Context: an optimization exercise on an open-source flow, tuned for small area. The choices shown serve that exercise and are no tape-out recipe.
The RTL was checked by simulation tests, not by an equivalence proof against the original design.
Power and IR drop assume default switching activity.

Design rv_decode_top, start of the top module:
module rv_decode_top
(
  input  logic           i_clk,
  input  logic           i_rst_n,
  input  logic           i_inst_valid,
  input  rv_isa_pkg::rv_inst_t       i_inst,
  input  rv_core_pkg::rv_word_t       i_pc,
  input  logic           i_flush,
  input  logic           i_wb_valid,
  input  rv_isa_pkg::rv_reg_idx_t    i_wb_rd,
  input  rv_core_pkg::rv_word_t       i_wb_data,
  input  logic           i_ex_valid,
  input  rv_isa_pkg::rv_reg_idx_t    i_ex_rd,
  input  rv_core_pkg::rv_word_t       i_ex_data,
  output logic           o_id_valid,
  output rv_core_pkg::rv_word_t       o_id_pc,
  output rv_isa_pkg::rv_reg_idx_t    o_id_rs1,
  output rv_isa_pkg::rv_reg_idx_t    o_id_rs2,
  output rv_isa_pkg::rv_reg_idx_t    o_id_rd,
  output rv_core_pkg::rv_word_t       o_id_rs1_value,
  output rv_core_pkg::rv_word_t       o_id_rs2_value,
  output rv_core_pkg::rv_word_t       o_id_imm,
  output rv_core_pkg::rv_alu_cmd_e    o_id_alu_cmd,
  output rv_core_pkg::rv_alu_src_e    o_id_alu_src1,
  output rv_core_pkg::rv_alu_src_e    o_id_alu_src2,
  output rv_core_pkg::rv_mem_access_e o_id_mem_access,
  output logic [2:0]     o_id_mem_width,
  output logic           o_id_illegal
);
  logic                  id_valid;
  rv_isa_pkg::rv_inst_t  id_inst;
  rv_core_pkg::rv_word_t id_pc;
  logic                  id_rs1_fwd;
  ...
Size: ~2500 cells after synthesis, roughly 0.044 mm2 of cells after synthesis.
clock: 5.0 ns
lec_check: 0
cap_margin: 20
core_margin: 2
core_utilization: 50
setup_slack_margin: 0.3
slew_margin: 20
synth_hierarchical: 1
buffer_ports_args: -buffer_cell sky130_fd_sc_hd__buf_1
cts_args: -sink_clustering_enable -repair_clock_nets -dont_use_dummy_load -buf_list {sky130_fd_sc_hd__clkbuf_8} -sink_clustering_size 18 -sink_clustering_max_diameter 50
standard.sh (not shown) runs the stock make flow with config.mk's settings and CLKGATE_MAP_FILE= SYNTH_SCRIPT=/design/flow/synth_recipe.tcl, a recipe that flattens the netlist after the stock synthesis.
==> flow/flow/run.sh <==
#!/bin/bash
# The standard layout (standard.sh, its synthesis unchanged) with two changes:
# the port buffers are buf_1 instead of the default delay buffer, and clock tree
# synthesis uses clkbuf_8 in clusters of at most 18 sinks, without dummy loads.
set -euo pipefail
cat >> config.mk <<'EOT'
export BUFFER_PORTS_ARGS = -buffer_cell sky130_fd_sc_hd__buf_1
export CTS_ARGS = -sink_clustering_enable -repair_clock_nets -dont_use_dummy_load -buf_list {sky130_fd_sc_hd__clkbuf_8} -sink_clustering_size 18 -sink_clustering_max_diameter 50
EOT
bash standard.sh > standard.log 2>&1
The starting point produced a clean layout.
Then changed:
==> flow/flow/run.sh (replaced) <==
#!/bin/bash
# The standard layout (standard.sh, its synthesis unchanged) with two changes:
# the port buffers are buf_1 instead of the default delay buffer, and clock tree
# synthesis has no dummy loads and uses clkbuf_4 at the leaves (clusters of at
# most 10 sinks), clkbuf_8 inside the tree and clkbuf_16 at the root.
set -euo pipefail
cat >> config.mk <<'EOT'
export BUFFER_PORTS_ARGS = -buffer_cell sky130_fd_sc_hd__buf_1
export CTS_ARGS = -sink_clustering_enable -repair_clock_nets -dont_use_dummy_load -buf_list {sky130_fd_sc_hd__clkbuf_4} -root_buf sky130_fd_sc_hd__clkbuf_16 -tree_buf sky130_fd_sc_hd__clkbuf_8 -sink_clustering_size 10 -sink_clustering_max_diameter 35
EOT
bash standard.sh > standard.log 2>&1
--- a/flow/config.mk
+++ b/flow/config.mk
@@ -13,3 +13,3 @@
 export SYNTH_HIERARCHICAL = 1
 export BUFFER_PORTS_ARGS = -buffer_cell sky130_fd_sc_hd__buf_1
-export CTS_ARGS = -sink_clustering_enable -repair_clock_nets -dont_use_dummy_load -buf_list {sky130_fd_sc_hd__clkbuf_8} -sink_clustering_size 18 -sink_clustering_max_diameter 50
+export CTS_ARGS = -sink_clustering_enable -repair_clock_nets -dont_use_dummy_load -buf_list {sky130_fd_sc_hd__clkbuf_4} -root_buf sky130_fd_sc_hd__clkbuf_16 -tree_buf sky130_fd_sc_hd__clkbuf_8 -sink_clustering_size 10 -sink_clustering_max_diameter 35
Outcome: The changed run passed the timing, DRC and antenna checks. Total power came out lower by 1.7%. Clock skew does not change. Register-to-register slack is about the same. Die area is unchanged. Maximum frequency barely changes. Via count goes up by 0.78%. Core utilization drops by 0.24 points. Synthesized cell count stays the same.
Then changed:
==> flow/flow/run.sh (replaced) <==
#!/bin/bash
# The standard layout (standard.sh, its synthesis unchanged) with two changes:
# the port buffers are buf_1 instead of the default delay buffer, and clock tree
# synthesis uses clkbuf_8 in clusters of at most 18 sinks, without dummy loads.
set -euo pipefail
cat >> config.mk <<'EOT'
export BUFFER_PORTS_ARGS = -buffer_cell sky130_fd_sc_hd__buf_1
export CTS_ARGS = -sink_clustering_enable -repair_clock_nets -dont_use_dummy_load -buf_list {sky130_fd_sc_hd__clkbuf_8} -sink_clustering_size 18 -sink_clustering_max_diameter 50
EOT
bash standard.sh > standard.log 2>&1
==> flow/config.mk (replaced) <==
export PLATFORM = sky130hd
export DESIGN_NAME = rv_decode_top
export DESIGN_NICKNAME = rv_decode_top
export VERILOG_FILES = /design/flow/design.v
export SDC_FILE = /design/flow/constraint.sdc
export NUM_CORES = 4
export LEC_CHECK = 0
export CAP_MARGIN = 20
export CORE_MARGIN = 2
export CORE_UTILIZATION = 50
export SETUP_SLACK_MARGIN = 0.1
export SLEW_MARGIN = 20
export SYNTH_HIERARCHICAL = 1
export BUFFER_PORTS_ARGS = -buffer_cell sky130_fd_sc_hd__buf_1
export CTS_ARGS = -sink_clustering_enable -repair_clock_nets -dont_use_dummy_load -buf_list {sky130_fd_sc_hd__clkbuf_8} -sink_clustering_size 18 -sink_clustering_max_diameter 50
Effect:
- The changed run produced a clean layout
- die area does not change
- routed wire length hardly moves
- worst hold slack is worse by 79 ps
- clock skew does not change
- worst setup slack loses 120 ps
- combinational power barely changes
- first-iteration DRC count increases by 7.1%
- non-clock buffer count stays the same
- flip-flop and latch count is unchanged
- via count decreases by 0.75%

==> re-timing with driven ports <==
The flow's constraints put no driver on any port. The routed layouts listed below were extracted and timed again, unchanged, in two steps. Step 1 assumes that a clkbuf_16 drives the clock port and a buf_2 every other input. Step 2 adds t to the input delays and takes it off the output delays; t is the mean of the earliest and latest rising clock arrival at the registers after step 1. Input paths then give back, and output paths get back, about the clock's delay inside the block. Slacks: no drivers / after step 1 / after step 2; pairs: no drivers / after step 1.
| run | shift t [ns] | setup slack, ns | worst hold slack (ns) | pins driven straight from the clock port |
|---|---|---|---|---|
| the first run | 0.818 | 0.284 / 0.213 / 1.030 | 0.297 / 0.249 / 0.494 | 1 |
| the second run | 0.758 | 0.275 / 0.204 / 0.962 | 0.374 / 0.331 / 0.497 | 1 |
| the third run | 0.812 | 0.158 / 0.087 / 0.899 | 0.295 / 0.248 / 0.497 | 1 |
After both steps setup and hold are still met in every run listed.
